This is an optimization exercise on Yosys and OpenROAD, whose aim is small area and few clock cycles per item, not a production implementation.
In this exercise RTL edits were held to simulation tests only and were not proved equivalent to the original.

--- design/flow/flow/run.sh ---
#!/bin/bash
# Own flow: the standard flow's layout (standard.sh) with its synthesis changed in two ways:
#  - Yosys's synth skips its quick ABC run (synth -noabc), so the adders are extracted
#    from the logic as written and the full adders of the multipliers keep their
#    polarity;
#  - the final ABC maps the logic for area (flow/abc_area.script) instead of ORFS's
#    delay script.
# Everything else in synthesis (passes, flattening, renaming, flip-flop mapping) is
# unchanged, so the registers are the standard synthesis's. Their instance names carry
# Yosys's cell-type suffix, which can differ in enable and reset polarity, so they are
# given the names the standard synthesis (run first) gave them. If the registers do not
# pair one to one, the standard synthesis's netlist is used as it is.
# Each tool's output goes to a log file here.
set -euo pipefail
W=$PWD
F=$W/flow
RES=$W/orfs/results/sky130hd/scan_polar_to_cartesian_wall_filter_top/base

# The standard synthesis, for its register names.
bash "$W/standard.sh" synth > "$W/std_synth.log" 2>&1
cp "$RES/1_2_yosys.v" "$W/std_1_2_yosys.v"
cp -r "$W/orfs" "$W/std_orfs"

# ORFS's synth.tcl with the two changes.
sed -e "s|log_cmd abc {\*}\$abc_args|set abc_args [lreplace \$abc_args 1 1 $F/abc_area.script]; log_cmd abc {*}\$abc_args|" \
  -e "s|synth -top \$::env(DESIGN_NAME) -run fine: {\*}\$synth_full_args|synth -top \$::env(DESIGN_NAME) -run fine: -noabc {*}\$synth_full_args|" \
  "$FLOW_HOME/scripts/synth.tcl" > "$W/orfs_synth_area.tcl"
grep -q "abc_area.script" "$W/orfs_synth_area.tcl"
grep -q "run fine: -noabc" "$W/orfs_synth_area.tcl"
# The standard flow's synthesis script, sourcing that copy.
sed "s|source \$::env(SCRIPTS_DIR)/synth.tcl|source $W/orfs_synth_area.tcl|" "$W/synth_recipe.tcl" > "$W/own_synth.tcl"
grep -q "orfs_synth_area.tcl" "$W/own_synth.tcl"
# standard.sh with the synthesis script swapped.
sed "s|$W/synth_recipe.tcl|$W/own_synth.tcl|" "$W/standard.sh" > "$W/own_standard.sh"
grep -q "own_synth.tcl" "$W/own_standard.sh"

rm -rf "$W/orfs"
if bash "$W/own_standard.sh" "$RES/1_2_yosys.v" > "$W/own_synth.log" 2>&1 &&
   python3 "$F/rename_regs.py" "$RES/1_2_yosys.v" "$W/std_1_2_yosys.v" "$W/renamed_1_2_yosys.v" > "$W/rename.log" 2>&1; then
  cp "$W/renamed_1_2_yosys.v" "$RES/1_2_yosys.v"
  bash "$W/own_standard.sh" synth >> "$W/own_synth.log" 2>&1
else
  echo "own synthesis not used" >> "$W/rename.log"
  rm -rf "$W/orfs"
  cp -r "$W/std_orfs" "$W/orfs"
fi
rm -rf "$W/std_orfs"

# The rest of the standard flow's layout from that netlist.
bash "$W/standard.sh" finish > "$W/layout.log" 2>&1
test -f "$W/out/final.def"
--- design/flow/flow/abc_area.script ---
strash
dch
map -a
topo
stime -c
--- design/flow/flow/rename_regs.py ---
# Gives the registers of the own netlist (argv[1]) the instance names the standard
# synthesis (argv[2]) gave them, matched by register name (the part before Yosys's
# cell-type suffix). Writes argv[3]. Exits 1 if the two netlists' registers do not
# pair one to one with the same cell types.
import re
import sys

FF = re.compile(r"^(\s*)(sky130_fd_sc_hd__\w*df\w*)\s+(\S+)(\s*\()", re.M)


def regs(text):
    out = {}
    for m in FF.finditer(text):
        cell, name = m.group(2), m.group(3)
        base = name.split("$")[0]
        if base in out:
            sys.exit(f"register {base} appears twice")
        out[base] = (cell, name)
    return out


own_text = open(sys.argv[1]).read()
own = regs(own_text)
std = regs(open(sys.argv[2]).read())
if set(own) != set(std):
    sys.exit("the register sets differ")
for base, (cell, name) in own.items():
    if std[base][0] != cell:
        sys.exit(f"register {base}: cell {cell} here, {std[base][0]} in the standard synthesis")


def sub(m):
    base = m.group(3).split("$")[0]
    return m.group(1) + m.group(2) + " " + std[base][1] + m.group(4)


new_text = FF.sub(sub, own_text)
if regs(new_text) != {b: std[b] for b in std}:
    sys.exit("renaming failed")
open(sys.argv[3], "w").write(new_text)
print(f"renamed {sum(1 for b in own if own[b][1] != std[b][1])} of {len(own)} registers")
--- design/flow/standard.sh ---
#!/bin/bash
# synth_recipe.tcl (not shown) runs the flow's synth.tcl, then flattens the netlist and writes it again
# the make line also repeats each setting of config.mk as NAME=value (left out here)
make -C /OpenROAD-flow-scripts/flow DESIGN_CONFIG=/design/flow/config.mk WORK_HOME=/design/flow/orfs CLKGATE_MAP_FILE= SYNTH_SCRIPT=/design/flow/synth_recipe.tcl "${@:-finish}"
--- design/flow/config.mk ---
export PLATFORM = sky130hd
export DESIGN_NAME = scan_polar_to_cartesian_wall_filter_top
export DESIGN_NICKNAME = scan_polar_to_cartesian_wall_filter_top
export VERILOG_FILES = /design/flow/design.v
export SDC_FILE = /design/flow/constraint.sdc
export NUM_CORES = 4
export LEC_CHECK = 0
export CAP_MARGIN = 20
export CORE_MARGIN = 2
export CORE_UTILIZATION = 65
export SLEW_MARGIN = 20
--- design/flow/constraint.sdc ---
create_clock -name core_clock -period 8.0 [get_ports {clk}]
set_input_delay 1.6000 -clock core_clock [delete_from_list [all_inputs] [get_ports {clk}]]
set_output_delay 1.6000 -clock core_clock [all_outputs]
set_load 0.01 [all_outputs]
--- design/flow/design.v ---
package spcwf_pkg;
  localparam int RANGE_W = 16;
  localparam int COORD_W = 17;
  localparam int ANGLE_W = 9;
  localparam int CFG_INDEX_W = 2;
  localparam int CFG_DATA_W = 17;
endpackage
module spcwf_rom (
  input  logic [6:0]  d,
  output logic [15:0] ts,
  output logic [15:0] tc
);
  always_comb begin
    case (d)
      7'd0: begin ts = 16'd0; tc = 16'd32768; end
      7'd1: begin ts = 16'd572; tc = 16'd32763; end
      7'd2: begin ts = 16'd1144; tc = 16'd32748; end
      7'd3: begin ts = 16'd1715; tc = 16'd32723; end
      7'd4: begin ts = 16'd2286; tc = 16'd32688; end
      7'd5: begin ts = 16'd2856; tc = 16'd32643; end
      7'd6: begin ts = 16'd3425; tc = 16'd32588; end
      7'd7: begin ts = 16'd3993; tc = 16'd32524; end
      7'd8: begin ts = 16'd4560; tc = 16'd32449; end
      7'd9: begin ts = 16'd5126; tc = 16'd32365; end
      7'd10: begin ts = 16'd5690; tc = 16'd32270; end
      7'd11: begin ts = 16'd6252; tc = 16'd32166; end
      7'd12: begin ts = 16'd6813; tc = 16'd32052; end
      7'd13: begin ts = 16'd7371; tc = 16'd31928; end
      7'd14: begin ts = 16'd7927; tc = 16'd31795; end
      7'd15: begin ts = 16'd8481; tc = 16'd31651; end
      7'd16: begin ts = 16'd9032; tc = 16'd31499; end
      7'd17: begin ts = 16'd9580; tc = 16'd31336; end
      7'd18: begin ts = 16'd10126; tc = 16'd31164; end
      7'd19: begin ts = 16'd10668; tc = 16'd30983; end
      7'd20: begin ts = 16'd11207; tc = 16'd30792; end
      7'd21: begin ts = 16'd11743; tc = 16'd30592; end
      7'd22: begin ts = 16'd12275; tc = 16'd30382; end
      7'd23: begin ts = 16'd12803; tc = 16'd30163; end
      7'd24: begin ts = 16'd13328; tc = 16'd29935; end
      7'd25: begin ts = 16'd13848; tc = 16'd29698; end
      7'd26: begin ts = 16'd14365; tc = 16'd29452; end
      7'd27: begin ts = 16'd14876; tc = 16'd29197; end
      7'd28: begin ts = 16'd15384; tc = 16'd28932; end
      7'd29: begin ts = 16'd15886; tc = 16'd28660; end
      7'd30: begin ts = 16'd16384; tc = 16'd28378; end
      7'd31: begin ts = 16'd16877; tc = 16'd28088; end
      7'd32: begin ts = 16'd17364; tc = 16'd27789; end
      7'd33: begin ts = 16'd17847; tc = 16'd27482; end
      7'd34: begin ts = 16'd18324; tc = 16'd27166; end
      7'd35: begin ts = 16'd18795; tc = 16'd26842; end
      7'd36: begin ts = 16'd19261; tc = 16'd26510; end
      7'd37: begin ts = 16'd19720; tc = 16'd26170; end
      7'd38: begin ts = 16'd20174; tc = 16'd25822; end
      7'd39: begin ts = 16'd20622; tc = 16'd25466; end
      7'd40: begin ts = 16'd21063; tc = 16'd25102; end
      7'd41: begin ts = 16'd21498; tc = 16'd24730; end
      7'd42: begin ts = 16'd21926; tc = 16'd24351; end
      7'd43: begin ts = 16'd22348; tc = 16'd23965; end
      7'd44: begin ts = 16'd22763; tc = 16'd23571; end
      7'd45: begin ts = 16'd23170; tc = 16'd23170; end
      7'd46: begin ts = 16'd23571; tc = 16'd22763; end
      7'd47: begin ts = 16'd23965; tc = 16'd22348; end
      7'd48: begin ts = 16'd24351; tc = 16'd21926; end
      7'd49: begin ts = 16'd24730; tc = 16'd21498; end
      7'd50: begin ts = 16'd25102; tc = 16'd21063; end
      7'd51: begin ts = 16'd25466; tc = 16'd20622; end
      7'd52: begin ts = 16'd25822; tc = 16'd20174; end
      7'd53: begin ts = 16'd26170; tc = 16'd19720; end
      7'd54: begin ts = 16'd26510; tc = 16'd19261; end
      7'd55: begin ts = 16'd26842; tc = 16'd18795; end
      7'd56: begin ts = 16'd27166; tc = 16'd18324; end
      7'd57: begin ts = 16'd27482; tc = 16'd17847; end
      7'd58: begin ts = 16'd27789; tc = 16'd17364; end
      7'd59: begin ts = 16'd28088; tc = 16'd16877; end
      7'd60: begin ts = 16'd28378; tc = 16'd16384; end
      7'd61: begin ts = 16'd28660; tc = 16'd15886; end
      7'd62: begin ts = 16'd28932; tc = 16'd15384; end
      7'd63: begin ts = 16'd29197; tc = 16'd14876; end
      7'd64: begin ts = 16'd29452; tc = 16'd14365; end
      7'd65: begin ts = 16'd29698; tc = 16'd13848; end
      7'd66: begin ts = 16'd29935; tc = 16'd13328; end
      7'd67: begin ts = 16'd30163; tc = 16'd12803; end
      7'd68: begin ts = 16'd30382; tc = 16'd12275; end
      7'd69: begin ts = 16'd30592; tc = 16'd11743; end
      7'd70: begin ts = 16'd30792; tc = 16'd11207; end
      7'd71: begin ts = 16'd30983; tc = 16'd10668; end
      7'd72: begin ts = 16'd31164; tc = 16'd10126; end
      7'd73: begin ts = 16'd31336; tc = 16'd9580; end
      7'd74: begin ts = 16'd31499; tc = 16'd9032; end
      7'd75: begin ts = 16'd31651; tc = 16'd8481; end
      7'd76: begin ts = 16'd31795; tc = 16'd7927; end
      7'd77: begin ts = 16'd31928; tc = 16'd7371; end
      7'd78: begin ts = 16'd32052; tc = 16'd6813; end
      7'd79: begin ts = 16'd32166; tc = 16'd6252; end
      7'd80: begin ts = 16'd32270; tc = 16'd5690; end
      7'd81: begin ts = 16'd32365; tc = 16'd5126; end
      7'd82: begin ts = 16'd32449; tc = 16'd4560; end
      7'd83: begin ts = 16'd32524; tc = 16'd3993; end
      7'd84: begin ts = 16'd32588; tc = 16'd3425; end
      7'd85: begin ts = 16'd32643; tc = 16'd2856; end
      7'd86: begin ts = 16'd32688; tc = 16'd2286; end
      7'd87: begin ts = 16'd32723; tc = 16'd1715; end
      7'd88: begin ts = 16'd32748; tc = 16'd1144; end
      7'd89: begin ts = 16'd32763; tc = 16'd572; end
      7'd90: begin ts = 16'd32768; tc = 16'd0; end
      default: begin ts = 16'd0; tc = 16'd0; end
    endcase
  end
endmodule
module spcwf_mul (
  input  logic [7:0]  one,
  input  logic [7:0]  two,
  input  logic [7:0]  neg,
  input  logic [15:0] r,
  output logic [15:0] p
);
  wire pp0_0 = ((one[0] & r[0])) ^ neg[0];
  wire pp0_1 = ((one[0] & r[1]) | (two[0] & r[0])) ^ neg[0];
  wire pp0_2 = ((one[0] & r[2]) | (two[0] & r[1])) ^ neg[0];
  wire pp0_3 = ((one[0] & r[3]) | (two[0] & r[2])) ^ neg[0];
  wire pp0_4 = ((one[0] & r[4]) | (two[0] & r[3])) ^ neg[0];
  wire pp0_5 = ((one[0] & r[5]) | (two[0] & r[4])) ^ neg[0];
  wire pp0_6 = ((one[0] & r[6]) | (two[0] & r[5])) ^ neg[0];
  wire pp0_7 = ((one[0] & r[7]) | (two[0] & r[6])) ^ neg[0];
  wire pp0_8 = ((one[0] & r[8]) | (two[0] & r[7])) ^ neg[0];
  wire pp0_9 = ((one[0] & r[9]) | (two[0] & r[8])) ^ neg[0];
  wire pp0_10 = ((one[0] & r[10]) | (two[0] & r[9])) ^ neg[0];
  wire pp0_11 = ((one[0] & r[11]) | (two[0] & r[10])) ^ neg[0];
  wire pp0_12 = ((one[0] & r[12]) | (two[0] & r[11])) ^ neg[0];
  wire pp0_13 = ((one[0] & r[13]) | (two[0] & r[12])) ^ neg[0];
  wire pp0_14 = ((one[0] & r[14]) | (two[0] & r[13])) ^ neg[0];
  wire pp0_15 = ((one[0] & r[15]) | (two[0] & r[14])) ^ neg[0];
  wire pp0_16 = ((two[0] & r[15])) ^ neg[0];
  wire ns0 = ~neg[0];
  wire pp1_0 = ((one[1] & r[0])) ^ neg[1];
  wire pp1_1 = ((one[1] & r[1]) | (two[1] & r[0])) ^ neg[1];
  wire pp1_2 = ((one[1] & r[2]) | (two[1] & r[1])) ^ neg[1];
  wire pp1_3 = ((one[1] & r[3]) | (two[1] & r[2])) ^ neg[1];
  wire pp1_4 = ((one[1] & r[4]) | (two[1] & r[3])) ^ neg[1];
  wire pp1_5 = ((one[1] & r[5]) | (two[1] & r[4])) ^ neg[1];
  wire pp1_6 = ((one[1] & r[6]) | (two[1] & r[5])) ^ neg[1];
  wire pp1_7 = ((one[1] & r[7]) | (two[1] & r[6])) ^ neg[1];
  wire pp1_8 = ((one[1] & r[8]) | (two[1] & r[7])) ^ neg[1];
  wire pp1_9 = ((one[1] & r[9]) | (two[1] & r[8])) ^ neg[1];
  wire pp1_10 = ((one[1] & r[10]) | (two[1] & r[9])) ^ neg[1];
  wire pp1_11 = ((one[1] & r[11]) | (two[1] & r[10])) ^ neg[1];
  wire pp1_12 = ((one[1] & r[12]) | (two[1] & r[11])) ^ neg[1];
  wire pp1_13 = ((one[1] & r[13]) | (two[1] & r[12])) ^ neg[1];
  wire pp1_14 = ((one[1] & r[14]) | (two[1] & r[13])) ^ neg[1];
  wire pp1_15 = ((one[1] & r[15]) | (two[1] & r[14])) ^ neg[1];
  wire pp1_16 = ((two[1] & r[15])) ^ neg[1];
  wire ns1 = ~neg[1];
  wire pp2_0 = ((one[2] & r[0])) ^ neg[2];
  wire pp2_1 = ((one[2] & r[1]) | (two[2] & r[0])) ^ neg[2];
  wire pp2_2 = ((one[2] & r[2]) | (two[2] & r[1])) ^ neg[2];
  wire pp2_3 = ((one[2] & r[3]) | (two[2] & r[2])) ^ neg[2];
  wire pp2_4 = ((one[2] & r[4]) | (two[2] & r[3])) ^ neg[2];
  wire pp2_5 = ((one[2] & r[5]) | (two[2] & r[4])) ^ neg[2];
  wire pp2_6 = ((one[2] & r[6]) | (two[2] & r[5])) ^ neg[2];
  wire pp2_7 = ((one[2] & r[7]) | (two[2] & r[6])) ^ neg[2];
  wire pp2_8 = ((one[2] & r[8]) | (two[2] & r[7])) ^ neg[2];
  wire pp2_9 = ((one[2] & r[9]) | (two[2] & r[8])) ^ neg[2];
  wire pp2_10 = ((one[2] & r[10]) | (two[2] & r[9])) ^ neg[2];
  wire pp2_11 = ((one[2] & r[11]) | (two[2] & r[10])) ^ neg[2];
  wire pp2_12 = ((one[2] & r[12]) | (two[2] & r[11])) ^ neg[2];
  wire pp2_13 = ((one[2] & r[13]) | (two[2] & r[12])) ^ neg[2];
  wire pp2_14 = ((one[2] & r[14]) | (two[2] & r[13])) ^ neg[2];
  wire pp2_15 = ((one[2] & r[15]) | (two[2] & r[14])) ^ neg[2];
  wire pp2_16 = ((two[2] & r[15])) ^ neg[2];
  wire ns2 = ~neg[2];
  wire pp3_0 = ((one[3] & r[0])) ^ neg[3];
  wire pp3_1 = ((one[3] & r[1]) | (two[3] & r[0])) ^ neg[3];
  wire pp3_2 = ((one[3] & r[2]) | (two[3] & r[1])) ^ neg[3];
  wire pp3_3 = ((one[3] & r[3]) | (two[3] & r[2])) ^ neg[3];
  wire pp3_4 = ((one[3] & r[4]) | (two[3] & r[3])) ^ neg[3];
  wire pp3_5 = ((one[3] & r[5]) | (two[3] & r[4])) ^ neg[3];
  wire pp3_6 = ((one[3] & r[6]) | (two[3] & r[5])) ^ neg[3];
  wire pp3_7 = ((one[3] & r[7]) | (two[3] & r[6])) ^ neg[3];
  wire pp3_8 = ((one[3] & r[8]) | (two[3] & r[7])) ^ neg[3];
  wire pp3_9 = ((one[3] & r[9]) | (two[3] & r[8])) ^ neg[3];
  wire pp3_10 = ((one[3] & r[10]) | (two[3] & r[9])) ^ neg[3];
  wire pp3_11 = ((one[3] & r[11]) | (two[3] & r[10])) ^ neg[3];
  wire pp3_12 = ((one[3] & r[12]) | (two[3] & r[11])) ^ neg[3];
  wire pp3_13 = ((one[3] & r[13]) | (two[3] & r[12])) ^ neg[3];
  wire pp3_14 = ((one[3] & r[14]) | (two[3] & r[13])) ^ neg[3];
  wire pp3_15 = ((one[3] & r[15]) | (two[3] & r[14])) ^ neg[3];
  wire pp3_16 = ((two[3] & r[15])) ^ neg[3];
  wire ns3 = ~neg[3];
  wire pp4_0 = ((one[4] & r[0])) ^ neg[4];
  wire pp4_1 = ((one[4] & r[1]) | (two[4] & r[0])) ^ neg[4];
  wire pp4_2 = ((one[4] & r[2]) | (two[4] & r[1])) ^ neg[4];
  wire pp4_3 = ((one[4] & r[3]) | (two[4] & r[2])) ^ neg[4];
  wire pp4_4 = ((one[4] & r[4]) | (two[4] & r[3])) ^ neg[4];
  wire pp4_5 = ((one[4] & r[5]) | (two[4] & r[4])) ^ neg[4];
  wire pp4_6 = ((one[4] & r[6]) | (two[4] & r[5])) ^ neg[4];
  wire pp4_7 = ((one[4] & r[7]) | (two[4] & r[6])) ^ neg[4];
  wire pp4_8 = ((one[4] & r[8]) | (two[4] & r[7])) ^ neg[4];
  wire pp4_9 = ((one[4] & r[9]) | (two[4] & r[8])) ^ neg[4];
  wire pp4_10 = ((one[4] & r[10]) | (two[4] & r[9])) ^ neg[4];
  wire pp4_11 = ((one[4] & r[11]) | (two[4] & r[10])) ^ neg[4];
  wire pp4_12 = ((one[4] & r[12]) | (two[4] & r[11])) ^ neg[4];
  wire pp4_13 = ((one[4] & r[13]) | (two[4] & r[12])) ^ neg[4];
  wire pp4_14 = ((one[4] & r[14]) | (two[4] & r[13])) ^ neg[4];
  wire pp4_15 = ((one[4] & r[15]) | (two[4] & r[14])) ^ neg[4];
  wire pp4_16 = ((two[4] & r[15])) ^ neg[4];
  wire ns4 = ~neg[4];
  wire pp5_0 = ((one[5] & r[0])) ^ neg[5];
  wire pp5_1 = ((one[5] & r[1]) | (two[5] & r[0])) ^ neg[5];
  wire pp5_2 = ((one[5] & r[2]) | (two[5] & r[1])) ^ neg[5];
  wire pp5_3 = ((one[5] & r[3]) | (two[5] & r[2])) ^ neg[5];
  wire pp5_4 = ((one[5] & r[4]) | (two[5] & r[3])) ^ neg[5];
  wire pp5_5 = ((one[5] & r[5]) | (two[5] & r[4])) ^ neg[5];
  wire pp5_6 = ((one[5] & r[6]) | (two[5] & r[5])) ^ neg[5];
  wire pp5_7 = ((one[5] & r[7]) | (two[5] & r[6])) ^ neg[5];
  wire pp5_8 = ((one[5] & r[8]) | (two[5] & r[7])) ^ neg[5];
  wire pp5_9 = ((one[5] & r[9]) | (two[5] & r[8])) ^ neg[5];
  wire pp5_10 = ((one[5] & r[10]) | (two[5] & r[9])) ^ neg[5];
  wire pp5_11 = ((one[5] & r[11]) | (two[5] & r[10])) ^ neg[5];
  wire pp5_12 = ((one[5] & r[12]) | (two[5] & r[11])) ^ neg[5];
  wire pp5_13 = ((one[5] & r[13]) | (two[5] & r[12])) ^ neg[5];
  wire pp5_14 = ((one[5] & r[14]) | (two[5] & r[13])) ^ neg[5];
  wire pp5_15 = ((one[5] & r[15]) | (two[5] & r[14])) ^ neg[5];
  wire pp5_16 = ((two[5] & r[15])) ^ neg[5];
  wire ns5 = ~neg[5];
  wire pp6_0 = ((one[6] & r[0])) ^ neg[6];
  wire pp6_1 = ((one[6] & r[1]) | (two[6] & r[0])) ^ neg[6];
  wire pp6_2 = ((one[6] & r[2]) | (two[6] & r[1])) ^ neg[6];
  wire pp6_3 = ((one[6] & r[3]) | (two[6] & r[2])) ^ neg[6];
  wire pp6_4 = ((one[6] & r[4]) | (two[6] & r[3])) ^ neg[6];
  wire pp6_5 = ((one[6] & r[5]) | (two[6] & r[4])) ^ neg[6];
  wire pp6_6 = ((one[6] & r[6]) | (two[6] & r[5])) ^ neg[6];
  wire pp6_7 = ((one[6] & r[7]) | (two[6] & r[6])) ^ neg[6];
  wire pp6_8 = ((one[6] & r[8]) | (two[6] & r[7])) ^ neg[6];
  wire pp6_9 = ((one[6] & r[9]) | (two[6] & r[8])) ^ neg[6];
  wire pp6_10 = ((one[6] & r[10]) | (two[6] & r[9])) ^ neg[6];
  wire pp6_11 = ((one[6] & r[11]) | (two[6] & r[10])) ^ neg[6];
  wire pp6_12 = ((one[6] & r[12]) | (two[6] & r[11])) ^ neg[6];
  wire pp6_13 = ((one[6] & r[13]) | (two[6] & r[12])) ^ neg[6];
  wire pp6_14 = ((one[6] & r[14]) | (two[6] & r[13])) ^ neg[6];
  wire pp6_15 = ((one[6] & r[15]) | (two[6] & r[14])) ^ neg[6];
  wire pp6_16 = ((two[6] & r[15])) ^ neg[6];
  wire ns6 = ~neg[6];
  wire pp7_0 = ((one[7] & r[0])) ^ neg[7];
  wire pp7_1 = ((one[7] & r[1]) | (two[7] & r[0])) ^ neg[7];
  wire pp7_2 = ((one[7] & r[2]) | (two[7] & r[1])) ^ neg[7];
  wire pp7_3 = ((one[7] & r[3]) | (two[7] & r[2])) ^ neg[7];
  wire pp7_4 = ((one[7] & r[4]) | (two[7] & r[3])) ^ neg[7];
  wire pp7_5 = ((one[7] & r[5]) | (two[7] & r[4])) ^ neg[7];
  wire pp7_6 = ((one[7] & r[6]) | (two[7] & r[5])) ^ neg[7];
  wire pp7_7 = ((one[7] & r[7]) | (two[7] & r[6])) ^ neg[7];
  wire pp7_8 = ((one[7] & r[8]) | (two[7] & r[7])) ^ neg[7];
  wire pp7_9 = ((one[7] & r[9]) | (two[7] & r[8])) ^ neg[7];
  wire pp7_10 = ((one[7] & r[10]) | (two[7] & r[9])) ^ neg[7];
  wire pp7_11 = ((one[7] & r[11]) | (two[7] & r[10])) ^ neg[7];
  wire pp7_12 = ((one[7] & r[12]) | (two[7] & r[11])) ^ neg[7];
  wire pp7_13 = ((one[7] & r[13]) | (two[7] & r[12])) ^ neg[7];
  wire pp7_14 = ((one[7] & r[14]) | (two[7] & r[13])) ^ neg[7];
  wire pp7_15 = ((one[7] & r[15]) | (two[7] & r[14])) ^ neg[7];
  wire pp7_16 = ((two[7] & r[15])) ^ neg[7];
  wire s1 = pp0_10 ^ pp1_8;
  wire c2 = pp0_10 & pp1_8;
  wire s3 = pp0_11 ^ pp1_9;
  wire c4 = pp0_11 & pp1_9;
  wire s5 = pp0_12 ^ pp1_10 ^ pp2_8;
  wire c6 = (pp0_12 & pp1_10) | (pp0_12 & pp2_8) | (pp1_10 & pp2_8);
  wire s7 = pp3_6 ^ pp4_4;
  wire c8 = pp3_6 & pp4_4;
  wire s9 = pp0_13 ^ pp1_11 ^ pp2_9;
  wire c10 = (pp0_13 & pp1_11) | (pp0_13 & pp2_9) | (pp1_11 & pp2_9);
  wire s11 = pp3_7 ^ pp4_5;
  wire c12 = pp3_7 & pp4_5;
  wire s13 = pp0_14 ^ pp1_12 ^ pp2_10;
  wire c14 = (pp0_14 & pp1_12) | (pp0_14 & pp2_10) | (pp1_12 & pp2_10);
  wire s15 = pp3_8 ^ pp4_6 ^ pp5_4;
  wire c16 = (pp3_8 & pp4_6) | (pp3_8 & pp5_4) | (pp4_6 & pp5_4);
  wire s17 = pp6_2 ^ pp7_0;
  wire c18 = pp6_2 & pp7_0;
  wire s19 = pp0_15 ^ pp1_13 ^ pp2_11;
  wire c20 = (pp0_15 & pp1_13) | (pp0_15 & pp2_11) | (pp1_13 & pp2_11);
  wire s21 = pp3_9 ^ pp4_7 ^ pp5_5;
  wire c22 = (pp3_9 & pp4_7) | (pp3_9 & pp5_5) | (pp4_7 & pp5_5);
  wire s23 = pp6_3 ^ pp7_1;
  wire c24 = pp6_3 & pp7_1;
  wire s25 = pp0_16 ^ pp1_14 ^ pp2_12;
  wire c26 = (pp0_16 & pp1_14) | (pp0_16 & pp2_12) | (pp1_14 & pp2_12);
  wire s27 = pp3_10 ^ pp4_8 ^ pp5_6;
  wire c28 = (pp3_10 & pp4_8) | (pp3_10 & pp5_6) | (pp4_8 & pp5_6);
  wire s29 = pp6_4 ^ pp7_2;
  wire c30 = pp6_4 & pp7_2;
  wire s31 = ns0 ^ pp1_15 ^ pp2_13;
  wire c32 = (ns0 & pp1_15) | (ns0 & pp2_13) | (pp1_15 & pp2_13);
  wire s33 = pp3_11 ^ pp4_9 ^ pp5_7;
  wire c34 = (pp3_11 & pp4_9) | (pp3_11 & pp5_7) | (pp4_9 & pp5_7);
  wire s35 = pp6_5 ^ pp7_3 ^ 1'b1;
  wire c36 = (pp6_5 & pp7_3) | (pp6_5 & 1'b1) | (pp7_3 & 1'b1);
  wire s37 = pp1_16 ^ pp2_14 ^ pp3_12;
  wire c38 = (pp1_16 & pp2_14) | (pp1_16 & pp3_12) | (pp2_14 & pp3_12);
  wire s39 = pp4_10 ^ pp5_8 ^ pp6_6;
  wire c40 = (pp4_10 & pp5_8) | (pp4_10 & pp6_6) | (pp5_8 & pp6_6);
  wire s41 = pp7_4 ^ 1'b1;
  wire c42 = pp7_4 & 1'b1;
  wire s43 = ns1 ^ pp2_15 ^ pp3_13;
  wire c44 = (ns1 & pp2_15) | (ns1 & pp3_13) | (pp2_15 & pp3_13);
  wire s45 = pp4_11 ^ pp5_9 ^ pp6_7;
  wire c46 = (pp4_11 & pp5_9) | (pp4_11 & pp6_7) | (pp5_9 & pp6_7);
  wire s47 = pp2_16 ^ pp3_14 ^ pp4_12;
  wire c48 = (pp2_16 & pp3_14) | (pp2_16 & pp4_12) | (pp3_14 & pp4_12);
  wire s49 = pp5_10 ^ pp6_8;
  wire c50 = pp5_10 & pp6_8;
  wire s51 = ns2 ^ pp3_15 ^ pp4_13;
  wire c52 = (ns2 & pp3_15) | (ns2 & pp4_13) | (pp3_15 & pp4_13);
  wire s53 = pp3_16 ^ pp4_14;
  wire c54 = pp3_16 & pp4_14;
  wire s55 = pp0_6 ^ pp1_4;
  wire c56 = pp0_6 & pp1_4;
  wire s57 = pp0_7 ^ pp1_5;
  wire c58 = pp0_7 & pp1_5;
  wire s59 = pp0_8 ^ pp1_6 ^ pp2_4;
  wire c60 = (pp0_8 & pp1_6) | (pp0_8 & pp2_4) | (pp1_6 & pp2_4);
  wire s61 = pp3_2 ^ pp4_0;
  wire c62 = pp3_2 & pp4_0;
  wire s63 = pp0_9 ^ pp1_7 ^ pp2_5;
  wire c64 = (pp0_9 & pp1_7) | (pp0_9 & pp2_5) | (pp1_7 & pp2_5);
  wire s65 = pp3_3 ^ pp4_1;
  wire c66 = pp3_3 & pp4_1;
  wire s67 = pp2_6 ^ pp3_4 ^ pp4_2;
  wire c68 = (pp2_6 & pp3_4) | (pp2_6 & pp4_2) | (pp3_4 & pp4_2);
  wire s69 = pp5_0 ^ neg[5] ^ s1;
  wire c70 = (pp5_0 & neg[5]) | (pp5_0 & s1) | (neg[5] & s1);
  wire s71 = pp2_7 ^ pp3_5 ^ pp4_3;
  wire c72 = (pp2_7 & pp3_5) | (pp2_7 & pp4_3) | (pp3_5 & pp4_3);
  wire s73 = pp5_1 ^ s3 ^ c2;
  wire c74 = (pp5_1 & s3) | (pp5_1 & c2) | (s3 & c2);
  wire s75 = pp5_2 ^ pp6_0 ^ neg[6];
  wire c76 = (pp5_2 & pp6_0) | (pp5_2 & neg[6]) | (pp6_0 & neg[6]);
  wire s77 = s5 ^ s7 ^ c4;
  wire c78 = (s5 & s7) | (s5 & c4) | (s7 & c4);
  wire s79 = pp5_3 ^ pp6_1 ^ s9;
  wire c80 = (pp5_3 & pp6_1) | (pp5_3 & s9) | (pp6_1 & s9);
  wire s81 = s11 ^ c6 ^ c8;
  wire c82 = (s11 & c6) | (s11 & c8) | (c6 & c8);
  wire s83 = neg[7] ^ s13 ^ s15;
  wire c84 = (neg[7] & s13) | (neg[7] & s15) | (s13 & s15);
  wire s85 = s17 ^ c10 ^ c12;
  wire c86 = (s17 & c10) | (s17 & c12) | (c10 & c12);
  wire s87 = s19 ^ s21 ^ s23;
  wire c88 = (s19 & s21) | (s19 & s23) | (s21 & s23);
  wire s89 = c14 ^ c16 ^ c18;
  wire c90 = (c14 & c16) | (c14 & c18) | (c16 & c18);
  wire s91 = s25 ^ s27 ^ s29;
  wire c92 = (s25 & s27) | (s25 & s29) | (s27 & s29);
  wire s93 = c20 ^ c22 ^ c24;
  wire c94 = (c20 & c22) | (c20 & c24) | (c22 & c24);
  wire s95 = s31 ^ s33 ^ s35;
  wire c96 = (s31 & s33) | (s31 & s35) | (s33 & s35);
  wire s97 = c26 ^ c28 ^ c30;
  wire c98 = (c26 & c28) | (c26 & c30) | (c28 & c30);
  wire s99 = s37 ^ s39 ^ s41;
  wire c100 = (s37 & s39) | (s37 & s41) | (s39 & s41);
  wire s101 = c32 ^ c34 ^ c36;
  wire c102 = (c32 & c34) | (c32 & c36) | (c34 & c36);
  wire s103 = pp7_5 ^ s43 ^ s45;
  wire c104 = (pp7_5 & s43) | (pp7_5 & s45) | (s43 & s45);
  wire s105 = c38 ^ c40 ^ c42;
  wire c106 = (c38 & c40) | (c38 & c42) | (c40 & c42);
  wire s107 = pp7_6 ^ 1'b1 ^ s47;
  wire c108 = (pp7_6 & 1'b1) | (pp7_6 & s47) | (1'b1 & s47);
  wire s109 = s49 ^ c44 ^ c46;
  wire c110 = (s49 & c44) | (s49 & c46) | (c44 & c46);
  wire s111 = pp5_11 ^ pp6_9 ^ pp7_7;
  wire c112 = (pp5_11 & pp6_9) | (pp5_11 & pp7_7) | (pp6_9 & pp7_7);
  wire s113 = s51 ^ c48 ^ c50;
  wire c114 = (s51 & c48) | (s51 & c50) | (c48 & c50);
  wire s115 = pp5_12 ^ pp6_10 ^ pp7_8;
  wire c116 = (pp5_12 & pp6_10) | (pp5_12 & pp7_8) | (pp6_10 & pp7_8);
  wire s117 = 1'b1 ^ s53 ^ c52;
  wire c118 = (1'b1 & s53) | (1'b1 & c52) | (s53 & c52);
  wire s119 = ns3 ^ pp4_15 ^ pp5_13;
  wire c120 = (ns3 & pp4_15) | (ns3 & pp5_13) | (pp4_15 & pp5_13);
  wire s121 = pp6_11 ^ pp7_9 ^ c54;
  wire c122 = (pp6_11 & pp7_9) | (pp6_11 & c54) | (pp7_9 & c54);
  wire s123 = pp4_16 ^ pp5_14 ^ pp6_12;
  wire c124 = (pp4_16 & pp5_14) | (pp4_16 & pp6_12) | (pp5_14 & pp6_12);
  wire s125 = pp7_10 ^ 1'b1;
  wire c126 = pp7_10 & 1'b1;
  wire s127 = ns4 ^ pp5_15 ^ pp6_13;
  wire c128 = (ns4 & pp5_15) | (ns4 & pp6_13) | (pp5_15 & pp6_13);
  wire s129 = pp5_16 ^ pp6_14;
  wire c130 = pp5_16 & pp6_14;
  wire s131 = pp0_4 ^ pp1_2;
  wire c132 = pp0_4 & pp1_2;
  wire s133 = pp0_5 ^ pp1_3;
  wire c134 = pp0_5 & pp1_3;
  wire s135 = pp2_2 ^ pp3_0 ^ neg[3];
  wire c136 = (pp2_2 & pp3_0) | (pp2_2 & neg[3]) | (pp3_0 & neg[3]);
  wire s137 = pp2_3 ^ pp3_1 ^ s57;
  wire c138 = (pp2_3 & pp3_1) | (pp2_3 & s57) | (pp3_1 & s57);
  wire s139 = neg[4] ^ s59 ^ s61;
  wire c140 = (neg[4] & s59) | (neg[4] & s61) | (s59 & s61);
  wire s141 = s63 ^ s65 ^ c60;
  wire c142 = (s63 & s65) | (s63 & c60) | (s65 & c60);
  wire s143 = s67 ^ s69 ^ c64;
  wire c144 = (s67 & s69) | (s67 & c64) | (s69 & c64);
  wire s145 = s71 ^ s73 ^ c68;
  wire c146 = (s71 & s73) | (s71 & c68) | (s73 & c68);
  wire s147 = s75 ^ s77 ^ c72;
  wire c148 = (s75 & s77) | (s75 & c72) | (s77 & c72);
  wire s149 = s79 ^ s81 ^ c76;
  wire c150 = (s79 & s81) | (s79 & c76) | (s81 & c76);
  wire s151 = s83 ^ s85 ^ c80;
  wire c152 = (s83 & s85) | (s83 & c80) | (s85 & c80);
  wire s153 = s87 ^ s89 ^ c84;
  wire c154 = (s87 & s89) | (s87 & c84) | (s89 & c84);
  wire s155 = s91 ^ s93 ^ c88;
  wire c156 = (s91 & s93) | (s91 & c88) | (s93 & c88);
  wire s157 = s95 ^ s97 ^ c92;
  wire c158 = (s95 & s97) | (s95 & c92) | (s97 & c92);
  wire s159 = s99 ^ s101 ^ c96;
  wire c160 = (s99 & s101) | (s99 & c96) | (s101 & c96);
  wire s161 = s103 ^ s105 ^ c100;
  wire c162 = (s103 & s105) | (s103 & c100) | (s105 & c100);
  wire s163 = s107 ^ s109 ^ c104;
  wire c164 = (s107 & s109) | (s107 & c104) | (s109 & c104);
  wire s165 = s111 ^ s113 ^ c108;
  wire c166 = (s111 & s113) | (s111 & c108) | (s113 & c108);
  wire s167 = s115 ^ s117 ^ c112;
  wire c168 = (s115 & s117) | (s115 & c112) | (s117 & c112);
  wire s169 = s119 ^ s121 ^ c116;
  wire c170 = (s119 & s121) | (s119 & c116) | (s121 & c116);
  wire s171 = s123 ^ s125 ^ c120;
  wire c172 = (s123 & s125) | (s123 & c120) | (s125 & c120);
  wire s173 = pp7_11 ^ s127 ^ c124;
  wire c174 = (pp7_11 & s127) | (pp7_11 & c124) | (s127 & c124);
  wire s175 = pp7_12 ^ 1'b1 ^ s129;
  wire c176 = (pp7_12 & 1'b1) | (pp7_12 & s129) | (1'b1 & s129);
  wire s177 = ns5 ^ pp6_15 ^ pp7_13;
  wire c178 = (ns5 & pp6_15) | (ns5 & pp7_13) | (pp6_15 & pp7_13);
  wire s179 = pp6_16 ^ pp7_14;
  wire c180 = pp6_16 & pp7_14;
  wire s181 = pp0_2 ^ pp1_0;
  wire c182 = pp0_2 & pp1_0;
  wire s183 = pp0_3 ^ pp1_1;
  wire c184 = pp0_3 & pp1_1;
  wire s185 = pp2_0 ^ neg[2] ^ s131;
  wire c186 = (pp2_0 & neg[2]) | (pp2_0 & s131) | (neg[2] & s131);
  wire s187 = pp2_1 ^ s133 ^ c132;
  wire c188 = (pp2_1 & s133) | (pp2_1 & c132) | (s133 & c132);
  wire s189 = s55 ^ s135 ^ c134;
  wire c190 = (s55 & s135) | (s55 & c134) | (s135 & c134);
  wire s191 = c56 ^ s137 ^ c136;
  wire c192 = (c56 & s137) | (c56 & c136) | (s137 & c136);
  wire s193 = c58 ^ s139 ^ c138;
  wire c194 = (c58 & s139) | (c58 & c138) | (s139 & c138);
  wire s195 = c62 ^ s141 ^ c140;
  wire c196 = (c62 & s141) | (c62 & c140) | (s141 & c140);
  wire s197 = c66 ^ s143 ^ c142;
  wire c198 = (c66 & s143) | (c66 & c142) | (s143 & c142);
  wire s199 = c70 ^ s145 ^ c144;
  wire c200 = (c70 & s145) | (c70 & c144) | (s145 & c144);
  wire s201 = c74 ^ s147 ^ c146;
  wire c202 = (c74 & s147) | (c74 & c146) | (s147 & c146);
  wire s203 = c78 ^ s149 ^ c148;
  wire c204 = (c78 & s149) | (c78 & c148) | (s149 & c148);
  wire s205 = c82 ^ s151 ^ c150;
  wire c206 = (c82 & s151) | (c82 & c150) | (s151 & c150);
  wire s207 = c86 ^ s153 ^ c152;
  wire c208 = (c86 & s153) | (c86 & c152) | (s153 & c152);
  wire s209 = c90 ^ s155 ^ c154;
  wire c210 = (c90 & s155) | (c90 & c154) | (s155 & c154);
  wire s211 = c94 ^ s157 ^ c156;
  wire c212 = (c94 & s157) | (c94 & c156) | (s157 & c156);
  wire s213 = c98 ^ s159 ^ c158;
  wire c214 = (c98 & s159) | (c98 & c158) | (s159 & c158);
  wire s215 = c102 ^ s161 ^ c160;
  wire c216 = (c102 & s161) | (c102 & c160) | (s161 & c160);
  wire s217 = c106 ^ s163 ^ c162;
  wire c218 = (c106 & s163) | (c106 & c162) | (s163 & c162);
  wire s219 = c110 ^ s165 ^ c164;
  wire c220 = (c110 & s165) | (c110 & c164) | (s165 & c164);
  wire s221 = c114 ^ s167 ^ c166;
  wire c222 = (c114 & s167) | (c114 & c166) | (s167 & c166);
  wire s223 = c118 ^ s169 ^ c168;
  wire c224 = (c118 & s169) | (c118 & c168) | (s169 & c168);
  wire s225 = c122 ^ s171 ^ c170;
  wire c226 = (c122 & s171) | (c122 & c170) | (s171 & c170);
  wire s227 = c126 ^ s173 ^ c172;
  wire c228 = (c126 & s173) | (c126 & c172) | (s173 & c172);
  wire s229 = c128 ^ s175 ^ c174;
  wire c230 = (c128 & s175) | (c128 & c174) | (s175 & c174);
  wire s231 = c130 ^ s177 ^ c176;
  wire c232 = (c130 & s177) | (c130 & c176) | (s177 & c176);
  wire s233 = 1'b1 ^ s179 ^ c178;
  wire c234 = (1'b1 & s179) | (1'b1 & c178) | (s179 & c178);
  wire s235 = ns6 ^ pp7_15 ^ c180;
  wire c236 = (ns6 & pp7_15) | (ns6 & c180) | (pp7_15 & c180);
  wire s237 = pp7_16 ^ 1'b1;
  wire c238 = pp7_16 & 1'b1;
  wire [30:0] va = {s237, s235, s233, s231, s229, s227, s225, s223, s221, s219, s217, s215, s213, s211, s209, s207, s205, s203, s201, s199, s197, s195, s193, s191, s189, s187, s185, s183, neg[1], pp0_1, pp0_0};
  wire [30:0] vb = {c236, c234, c232, c230, c228, c226, c224, c222, c220, c218, c216, c214, c212, c210, c208, c206, c204, c202, c200, c198, c196, c194, c192, c190, c188, c186, c184, c182, s181, 1'b0, neg[0]};
  wire [30:0] sum = va + vb;
  assign p = sum[30:15];
endmodule
module scan_polar_to_cartesian_wall_filter_top (
  input  logic                clk,
  input  logic                rst,
  input  logic                sample_valid,
  output logic                sample_ready,
  input  logic [15:0]         sample_range,
  input  logic                sample_scan_start,
  output logic                point_valid,
  input  logic                point_ready,
  output logic signed [16:0]  point_x,
  output logic signed [16:0]  point_y,
  output logic [8:0]          point_angle,
  input  logic                cfg_we,
  input  logic [1:0]          cfg_index,
  input  logic [16:0]         cfg_data
);
  logic        en;
  logic [16:0] bnd;
  logic [15:0] tol;
  logic [1:0]  q;
  logic [6:0]  r;
  logic [15:0] ts_r, tc_r;
  logic [15:0] px, py;
  logic        v;
  logic        accept;
  logic        start;
  logic [1:0]  qn;
  logic [6:0]  rn, sn;
  logic [15:0] ts_n, tc_n;
  logic        r0;
  logic [1:0]  qo;
  logic [7:0]  onex, twox, negx, oney, twoy, negy;
  logic [15:0] mx, my;
  logic        xn, yn, keep;
  logic [18:0] wa, wb, wc, ws, wcv;
  logic [8:0]  abase;
  assign sample_ready = !v || point_ready;
  assign accept = sample_valid && sample_ready;
  assign start = sample_scan_start;
  always_comb begin
    qn = q;
    rn = r;
    if (rst) begin
      qn = 2'd0;
      rn = 7'd0;
    end else if (accept) begin
      if (start) begin
        qn = 2'd0;
        rn = 7'd1;
      end else if (r == 7'd89) begin
        qn = q + 2'd1;
        rn = 7'd0;
      end else begin
        rn = r + 7'd1;
      end
    end
  end
  assign sn = qn[0] ? 7'd90 - rn : rn;
  spcwf_rom u_rom (.d(sn), .ts(ts_n), .tc(tc_n));
  always_ff @(posedge clk) begin
    q <= qn;
    r <= rn;
    ts_r <= ts_n;
    tc_r <= tc_n;
  end
  always_comb begin
    for (int k = 0; k < 8; k++) begin
      logic b2, b1, b0;
      b2 = (k == 7) ? 1'b0 : tc_r[2*k+1];
      b1 = tc_r[2*k];
      b0 = (k == 0) ? 1'b0 : tc_r[2*k-1];
      onex[k] = b1 ^ b0;
      twox[k] = b2 ? (!b1 && !b0) : (b1 && b0);
      negx[k] = b2 && !(b1 && b0);
      b2 = (k == 7) ? 1'b0 : ts_r[2*k+1];
      b1 = ts_r[2*k];
      b0 = (k == 0) ? 1'b0 : ts_r[2*k-1];
      oney[k] = b1 ^ b0;
      twoy[k] = b2 ? (!b1 && !b0) : (b1 && b0);
      negy[k] = b2 && !(b1 && b0);
    end
  end
  spcwf_mul u_mx (.one(onex), .two(twox), .neg(negx), .r(sample_range), .p(mx));
  spcwf_mul u_my (.one(oney), .two(twoy), .neg(negy), .r(sample_range), .p(my));
  always_ff @(posedge clk) begin
    if (rst) begin
      en <= 1'b0;
      bnd <= '0;
      tol <= '0;
      v <= 1'b0;
    end else begin
      if (cfg_we) begin
        case (cfg_index)
          2'd0: en <= cfg_data[0];
          2'd1: bnd <= cfg_data;
          2'd2: tol <= cfg_data[15:0];
          default: ;
        endcase
      end
      if (sample_ready) v <= sample_valid;
    end
  end
  always_ff @(posedge clk) begin
    if (sample_ready) begin
      px <= (start || tc_r[15]) ? sample_range : mx;
      py <= start ? 16'd0 : (ts_r[15] ? sample_range : my);
    end
  end
  assign r0 = (r == 7'd0);
  assign qo = q - {1'b0, r0};
  assign xn = qo[0] ^ qo[1];
  assign yn = qo[1];
  always_comb begin
    logic ox, oy;
    ox = 1'b0;
    oy = 1'b0;
    for (int i = 0; i < 16; i++) begin
      point_x[i] = px[i] ^ (xn && ox);
      point_y[i] = py[i] ^ (yn && oy);
      ox = ox || px[i];
      oy = oy || py[i];
    end
    point_x[16] = xn && ox;
    point_y[16] = yn && oy;
  end
  always_comb begin
    case (q)
      2'd0: abase = r0 ? 9'd359 : 9'd511;
      2'd1: abase = 9'd89;
      2'd2: abase = 9'd179;
      default: abase = 9'd269;
    endcase
  end
  assign point_angle = abase + {2'b00, r};
  assign wa = {{3{yn}}, py ^ {16{yn}}};
  assign wb = {3'b000, tol};
  assign wc = ~{bnd[16], bnd[16], bnd};
  always_comb begin
    logic cy;
    wcv[0] = yn;
    for (int i = 0; i < 19; i++) begin
      ws[i] = wa[i] ^ wb[i] ^ wc[i];
      if (i < 18) wcv[i+1] = (wa[i] && wb[i]) || (wa[i] && wc[i]) || (wb[i] && wc[i]);
    end
    cy = 1'b0;
    for (int i = 0; i < 18; i++) cy = (ws[i] && wcv[i]) || ((ws[i] ^ wcv[i]) && cy);
    keep = !en || !(ws[18] ^ wcv[18] ^ cy);
  end
  assign point_valid = v && keep;
endmodule
==> metrics.cfg, run 1 <==
[layout]
area_delta_synth_final_pct=13.5
drive_above_1_share=0.0592
finalInstanceArea_um2=21200
final_nets=2965
seqCellArea_um2=2490
antenna_cells=0
fin_cells=2936
multiInputGateArea_um2=15000
nFillCells=1982

[logic_synthesis]
synth_area_leaders=fa_1 21%, xor2_1 13%, ha_1 12%
synthTopCellsByCount=340 x clkinv_1, 302 x nor2_1, 269 x xor2_1
syn_inst=2349
synth_top_area_frac=0.213
synth.most_common_cell=clkinv_1
synth_edf_count=32
yosysTopAreaCell=fa_1
syn-num-nets=2767
synth_seq_cells=108
synth_flop_cell=dfxtp_1
synthesis.area_um2=18700
seq_area_frac_synth=0.133
ys_types=41
async_flop_share=0
avgSynthCellArea_um2=7.97
ys.warnings.count=2

[drt]
ant_nets=0
drc_errors=0
drt-total-wl_mm=68.8
firstDrtPassIters=10
via_per_inst=6.85
wl_per_cell_um=23.4
drt_iter0_markers=3454
dr_total_vias=20100

[grt]
gr-usage-all-layers=0.449
grt_pass1_wl_mm=107
grt_max_degree=53
grt_overflow=0
antenna_found_initial=1
grt_pass1_vias=19900

[floorplanning]
die_area_um2=30200
core_um2=28500
start_util=0.656
boundaryPins=86
die-width_um=174
die_h_um=174
core.rowCount=62

[critical_path]
critPathMaxStageDelay_ps=550
crit_path_start_kind=primary input
reg2reg_from=ts_r[1]
crit_arrival_ps=7710
cp_top_family=adder cells
crit_type=in -> reg
worstSetupEndpoint=px[15]
worstSetupStartpoint=sample_range[10]
r2r_cells=31
path_cells=clkdlybuf4s50_1 > clkinv_1 > buf_4 > o22ai_1 > xor2_1 > fa_1 > fa_1 > fa_1 > fa_1 > ha_1 > nand3_1 > nand2_1 > nand2_1 > a31oi_1 > clkinv_1 > o21ai_0 > nand4_1 > and3_2 > a21oi_1 > xor2_1 > a21oi_1
critPathCaptureType=flop
cp_slowest_cell=fa_1
worst_r2r_endpoint=py[14]
worst_path_most_repeated_cell=fa_1
reg2reg_slack_ps=890
critPathRequiredTime_ps=8140
cp_num_buf_inv=4
crit_cells=21
path_max_fanout=29

[clock_network]
cts_tree=done
htree_levels=3
clockBufferDepth=2
root_buffer=clkbuf_16
postCtsSetupRepairBufs=0
path_clk_slew_ps=100
cts_sinks=108
clock_latency_ps=390
cts_made_buffers=9
holdBufCountCts=0

[min_path]
holdCritPathClass=reg -> reg

[place]
dp_slack_ps=229
place_congestion=1.09
placed_cell_area_um2=20900
dpl.cell_count=2920
dp_hpwl_mm=51.6
portBuffers=85

[sta]
period_needed_ps=7570
worstMarginPinSlew_ps=1100
finalClockSkew_ps=24.0
setup_viol=0
fin_setup_tns_ps=0
slew_headroom=0.260
finalMaxSlewViolations=0
hold_violations=0
max_freq_mhz=132
timing.final.ws_setup_ps=433
fin_crit_sh=0.946
grt_setup_unrepaired=no

[job]
cap_violations=0

[outcome]
status=no timing/DRC/antenna violations

[tightest hold or removal path, delay by kind of cell (launching register included)]
kind | cells | cell delay (ps)
AO/OA/AOI/OAI | 1 | 50
buffers and inverters | 1 | 60
flip-flops | 1 | 310
[cell families after synthesis]
family                     Yosys count  share of synthesized area
AOI/OAI and AO/OA                  644                      0.205
xor gates and xnor gates           289                      0.135
adders and majority gates          377                      0.332
buffers and inverters              342                     0.0690
DFF                                108                      0.133
and+or+nand+nor                    589                      0.126
[sequential cells by signal, summed over array words and instances (netlist names), 2 cells and up]
| register | cells |
|---|---|
| tc_r | 16 |
| tol | 16 |
| ts_r | 16 |
| px | 16 |
| q | 2 |
| bnd | 17 |
| py | 16 |
| r | 7 |
[per-stage QoR]
| step | hold WS [ps] | utilization |
|---|---|---|
| floorplan | 433 | - |
| global placement | 439 | 0.732 |
| detailed placement | 447 | 0.732 |
| CTS | 461 | 0.743 |
| global route | 483 | 0.744 |
| finish | 460 | 0.744 |
[cells in the final DEF (no fill, tap or decap), drive strengths merged, types with 6 or more instances in the layout]
| master | netlist | final |
|---|---|---|
| clkinv | 340 | 343 |
| clkbuf | 0 | 9 |
| xor2 | 269 | 269 |
| nor2 | 302 | 302 |
| nand3 | 55 | 55 |
| nor3 | 29 | 29 |
| ha | 178 | 178 |
| a31oi | 24 | 24 |
| xnor2 | 20 | 20 |
| fa | 199 | 199 |
| a21oi | 155 | 155 |
| a22oi | 12 | 12 |
| o21ai | 139 | 139 |
| o22ai | 238 | 238 |
| o211ai | 16 | 16 |
| o221ai | 10 | 10 |
| buf | 2 | 104 |
| a221oi | 7 | 7 |
| nor4 | 6 | 6 |
| edfxtp | 32 | 32 |
| o21a | 13 | 13 |
| nand2 | 184 | 184 |
| clkdlybuf4s50 | 0 | 84 |
| nand4 | 6 | 6 |
| dfxtp | 76 | 76 |
[cell type report]
class,instances,area share
clock buffer,9,0.0106
inverter,340,0.0601
sequential,108,0.117
multi-input combinational,1899,0.706
clock inverter,7,0.00430
tap,384,0.0226
timing repair buffer,189,0.0789
[what timing repair did]
item | CTS | global route
pin swaps | 0 | 1
endpoints found under the setup margin | 1 | 2
gates resized for setup | 4 | 7
gates cloned | 0 | 0
[per-layer routing]
metal  vias to the layer above  global-route usage  part of all wire
li1                       8518                   -                 -
met1                      9207               0.544              0.34
met2                      1852               0.707              0.44
met3                       535               0.126              0.14
met4                         2               0.283             0.085
met5                         -                   0           0.00017
[worst min path at each step]
stage / cells after the start / endpoint / from / slack [ps]
2_1_floorplan: 2 / bnd[0] / bnd[0] / 430
3_3_place_gp: 2 / bnd[4] / bnd[4] / 440
3_5_place_dp: 2 / bnd[14] / bnd[14] / 450
4_1_cts: 2 / bnd[14] / bnd[14] / 460
5_1_grt: 2 / bnd[14] / bnd[14] / 480
6_report: 2 / bnd[14] / bnd[14] / 460
Testbench counts, summed over its fixed seeds: cycles 23,072, items 23,040.
==> run 2: changes to the inputs <==
--- a/design/flow/flow/run.sh
+++ b/design/flow/flow/run.sh
@@ -1,10 +1,14 @@
 #!/bin/bash
-# Own flow: the standard flow's layout (standard.sh) with its synthesis changed in two ways:
+# Own flow: the standard flow's layout (standard.sh) with its synthesis changed in three ways:
 #  - Yosys's synth skips its quick ABC run (synth -noabc), so the adders are extracted
 #    from the logic as written and the full adders of the multipliers keep their
 #    polarity;
+#  - adders use Yosys's own carry lookahead (Brent-Kung) instead of ORFS's Kogge-Stone
+#    extra map;
 #  - the final ABC maps the logic for area (flow/abc_area.script) instead of ORFS's
 #    delay script.
+# The layout then buffers each port with the smallest buffer, buf_1, instead of the
+# delay cell buffer_ports picks by itself.
 # Everything else in synthesis (passes, flattening, renaming, flip-flop mapping) is
 # unchanged, so the registers are the standard synthesis's. Their instance names carry
 # Yosys's cell-type suffix, which can differ in enable and reset polarity, so they are
@@ -21,12 +25,14 @@
 cp "$RES/1_2_yosys.v" "$W/std_1_2_yosys.v"
 cp -r "$W/orfs" "$W/std_orfs"
 
-# ORFS's synth.tcl with the two changes.
+# ORFS's synth.tcl with the three changes.
 sed -e "s|log_cmd abc {\*}\$abc_args|set abc_args [lreplace \$abc_args 1 1 $F/abc_area.script]; log_cmd abc {*}\$abc_args|" \
   -e "s|synth -top \$::env(DESIGN_NAME) -run fine: {\*}\$synth_full_args|synth -top \$::env(DESIGN_NAME) -run fine: -noabc {*}\$synth_full_args|" \
+  -e "s|\"-extra-map \$::env(FLOW_HOME)/platforms/common/lcu_kogge_stone.v\"|\"\"|" \
   "$FLOW_HOME/scripts/synth.tcl" > "$W/orfs_synth_area.tcl"
 grep -q "abc_area.script" "$W/orfs_synth_area.tcl"
 grep -q "run fine: -noabc" "$W/orfs_synth_area.tcl"
+if grep -q "lcu_kogge_stone" "$W/orfs_synth_area.tcl"; then exit 1; fi
 # The standard flow's synthesis script, sourcing that copy.
 sed "s|source \$::env(SCRIPTS_DIR)/synth.tcl|source $W/orfs_synth_area.tcl|" "$W/synth_recipe.tcl" > "$W/own_synth.tcl"
 grep -q "orfs_synth_area.tcl" "$W/own_synth.tcl"
@@ -47,5 +53,5 @@
 rm -rf "$W/std_orfs"
 
 # The rest of the standard flow's layout from that netlist.
-bash "$W/standard.sh" finish > "$W/layout.log" 2>&1
+bash "$W/standard.sh" "BUFFER_PORTS_ARGS=-buffer_cell sky130_fd_sc_hd__buf_1" finish > "$W/layout.log" 2>&1
 test -f "$W/out/final.def"
--- a/design/flow/config.mk
+++ b/design/flow/config.mk
@@ -7,5 +7,6 @@
 export LEC_CHECK = 0
 export CAP_MARGIN = 20
 export CORE_MARGIN = 2
-export CORE_UTILIZATION = 65
+export CORE_UTILIZATION = 75
+export CTS_CLUSTER_SIZE = 10
 export SLEW_MARGIN = 20
==> run 2 against run 1 <==
The flow now stops in global routing; area after synthesis down 1.7%; synthesized cell count down 5.8%.
==> metrics.cfg, run 2 <==
[grt]
gr-usage-all-layers=0.791
grt_overflow=45
grt_max_degree=46

[logic_synthesis]
synthesis.area_um2=18400  ; was 18700 um2
synth_area_leaders=fa_1 24%, ha_1 12%, xor2_1 12%  ; was fa_1 21%, xor2_1 13%, ha_1 12%
yosysTopAreaCell=fa_1  ; unchanged
syn_inst=2213  ; was 2349
ys_types=40  ; was 41
synth_seq_cells=108  ; unchanged
synth.most_common_cell=clkinv_1  ; unchanged
ys.warnings.count=2  ; unchanged
syn-num-nets=2651  ; was 2767
synthTopCellsByCount=305 x clkinv_1, 287 x nor2_1, 252 x xor2_1  ; was 340 x clkinv_1, 302 x nor2_1, 269 x xor2_1
async_flop_share=0  ; unchanged
avgSynthCellArea_um2=8.31  ; was 7.97 um2
synth_edf_count=32  ; unchanged
seq_area_frac_synth=0.135  ; was 0.133
synth_top_area_frac=0.235  ; was 0.213
synth_flop_cell=dfxtp_1  ; unchanged

[clock_network]
htree_levels=3  ; unchanged
clockBufferDepth=2  ; unchanged
postCtsSetupRepairBufs=0  ; unchanged
cts_made_buffers=9  ; unchanged
root_buffer=clkbuf_16  ; unchanged
cts_sinks=108  ; unchanged
holdBufCountCts=0  ; unchanged

[floorplanning]
die_h_um=161  ; was 174 um
core.rowCount=57  ; was 62
boundaryPins=86  ; unchanged
die-width_um=161  ; was 174 um
start_util=0.761  ; was 0.656

[outcome]
failed_stage=global routing
error=[ERROR GRT-0232] Routing congestion too high. Check the congestion heatmap in the GUI.
status=aborted with a tool error  ; was no timing/DRC/antenna violations

[place]
dp_slack_ps=-821  ; was 229 ps
portBuffers=85  ; unchanged
place_congestion=1.20  ; was 1.09
dp_hpwl_mm=53.2  ; was 51.6 mm

[sta]
worst_endpoint=py[13]$_SDFFCE_PP0N_/D
worstEndpointType=sequential cell input

==> run 2: worst max-delay path by stage <==
stage                          start     end  slack [ps]  cells after the start
floorplan            sample_range[9]  px[13]         210                     29
global placement    sample_range[10]  py[13]         -10                     30
detailed placement  sample_range[10]  py[13]        -820                     30
CTS                  sample_range[7]  px[13]           2                     34
==> run 2: repair_timing <==
| item | in CTS |
|---|---|
| setup endpoints to repair | 7 |
| pin swaps | 2 |
| endpoints found under the hold margin | 0 |
| resized for setup | 14 |
==> run 2: layer usage <==
metal / GRT usage / overflow
met5: 0.455 / 0
met4: 0.756 / 17
met3: 0.714 / 1
met2: 0.929 / 27
met1: 0.767 / 0
==> run 2: cells by family after synthesis <==
logic type | count (synthesis) | synth area share
AOI/OAI and AO/OA | 603 | 0.196
xor gates and xnor gates | 283 | 0.135
adders and majority gates | 397 | 0.358
buffers and inverters | 307 | 0.0631
DFF | 108 | 0.135
and+or+nand+nor | 515 | 0.113
==> run 2: metrics by stage <==
stage	std cells	hold slack [ps]	area, um2
after floorplan	2213	433	18400
after global placement	2715	438	19900
after detailed placement	2715	456	19900
after CTS	2731	470	20300
==> run 3: changes to the inputs <==
--- a/design/flow/config.mk
+++ b/design/flow/config.mk
@@ -7,6 +7,6 @@
 export LEC_CHECK = 0
 export CAP_MARGIN = 20
 export CORE_MARGIN = 2
-export CORE_UTILIZATION = 75
-export CTS_CLUSTER_SIZE = 10
+export CORE_UTILIZATION = 70
+export GPL_TIMING_DRIVEN = 0
 export SLEW_MARGIN = 20
==> run 3 against run 2 <==
The flow again stops in global routing; area after synthesis unchanged; synthesized cell count unchanged.
==> metrics.cfg, run 3 <==
[place]
dp_slack_ps=-1640  ; was -821 ps
dpl.cell_count=2650  ; was 2715
dp_hpwl_mm=52.5  ; was 53.2 mm
place_congestion=1.04  ; was 1.20
portBuffers=85  ; unchanged
placed_cell_area_um2=19500  ; was 19900 um2

[logic_synthesis]
avgSynthCellArea_um2=8.31  ; unchanged
seq_area_frac_synth=0.135  ; unchanged
synth_flop_cell=dfxtp_1  ; unchanged
synth_seq_cells=108  ; unchanged
synth.most_common_cell=clkinv_1  ; unchanged
synthTopCellsByCount=305 x clkinv_1, 287 x nor2_1, 252 x xor2_1  ; unchanged
yosysTopAreaCell=fa_1  ; unchanged
syn-num-nets=2651  ; unchanged
async_flop_share=0  ; unchanged
synth_top_area_frac=0.235  ; unchanged
ys_types=40  ; unchanged
synth_area_leaders=fa_1 24%, ha_1 12%, xor2_1 12%  ; unchanged
synth_edf_count=32  ; unchanged
synthesis.area_um2=18400  ; unchanged
ys.warnings.count=2  ; unchanged
syn_inst=2213  ; unchanged

[clock_network]
cts_made_buffers=9  ; unchanged
postCtsSetupRepairBufs=0  ; unchanged
root_buffer=clkbuf_16  ; unchanged
cts_sinks=108  ; unchanged
holdBufCountCts=0  ; unchanged
clockBufferDepth=2  ; unchanged
htree_levels=3  ; unchanged

[floorplanning]
die_h_um=166  ; was 161 um
boundaryPins=86  ; unchanged
core.rowCount=59  ; was 57
start_util=0.710  ; was 0.761
die-width_um=166  ; was 161 um

[outcome]
error=[ERROR GRT-0232] Routing congestion too high. Check the congestion heatmap in the GUI.  ; unchanged
status=aborted with a tool error  ; unchanged
failed_stage=global routing  ; unchanged

[grt]
gr-usage-all-layers=0.880
grt_max_degree=47
grt_overflow=325

[sta]
worst_endpoint=point_valid  ; was py[13]$_SDFFCE_PP0N_/D
worstEndpointType=primary output  ; was sequential cell input

run 3: cell counts after synthesis:
No cell type changed its count.
run 3: how the worst min path moves through the flow:
stage            start      end  slack [ps]  depth (start not counted)
2_1_floorplan   bnd[0]   bnd[0]         430                          2
3_3_place_gp   bnd[13]  bnd[13]         440                          2
3_5_place_dp    bnd[2]   bnd[2]         460                          2
4_1_cts         bnd[2]   bnd[2]         470                          2
run 3: repair_timing:
action                     4_1_cts
gates cloned                     7
setup endpoints to repair       27
resized for setup               60
run 3: stage by stage:
stage / hold WS, ps
4_1_cts: 475
3_5_place_dp: 456
3_3_place_gp: 440
2_1_floorplan: 433
run 3: metal layers:
metal  track usage  GRT overflow
met1         0.877            33
met2         0.976           176
met3         0.805            26
met4         0.867            84
met5         0.616             6
run 3: cell families after synthesis:
| group | Yosys count | synth area share |
|---|---|---|
| DFF | 108 | 0.135 |
| and+or+nand+nor | 515 | 0.113 |
| adders and majority gates | 397 | 0.358 |
| buffers and inverters | 307 | 0.0631 |
| AOI/OAI and AO/OA | 603 | 0.196 |
| xor gates and xnor gates | 283 | 0.135 |

## port drivers added, routing unchanged
How much do the figures lean on ideal ports? The routed layout below was timed once more, with nothing changed but the port constraints.
Step 1 (the two cells are an assumption about what drives the block):
set clk [get_ports {clk}]
set_driving_cell -lib_cell sky130_fd_sc_hd__clkbuf_16 $clk
set_driving_cell -lib_cell sky130_fd_sc_hd__buf_2 [delete_from_list [all_inputs] $clk]
Step 2, shift: input delay + t, output delay - t, t = (earliest + latest rising clock arrival at the registers) / 2. This alone moves slack from input paths to output paths.
Three values: no drivers, after step 1, after step 2; two values: the first two.
run: run 1
t (ns): 0.438
setup WS [ns]: 0.433 / 0.395 / 0.018
hold WS [ns]: 0.460 / 0.460 / 0.460
After both steps setup and hold are still met in run 1. The setup slack of run 1 moves by -0.038 ns with the drivers and by -0.415 ns with both steps.
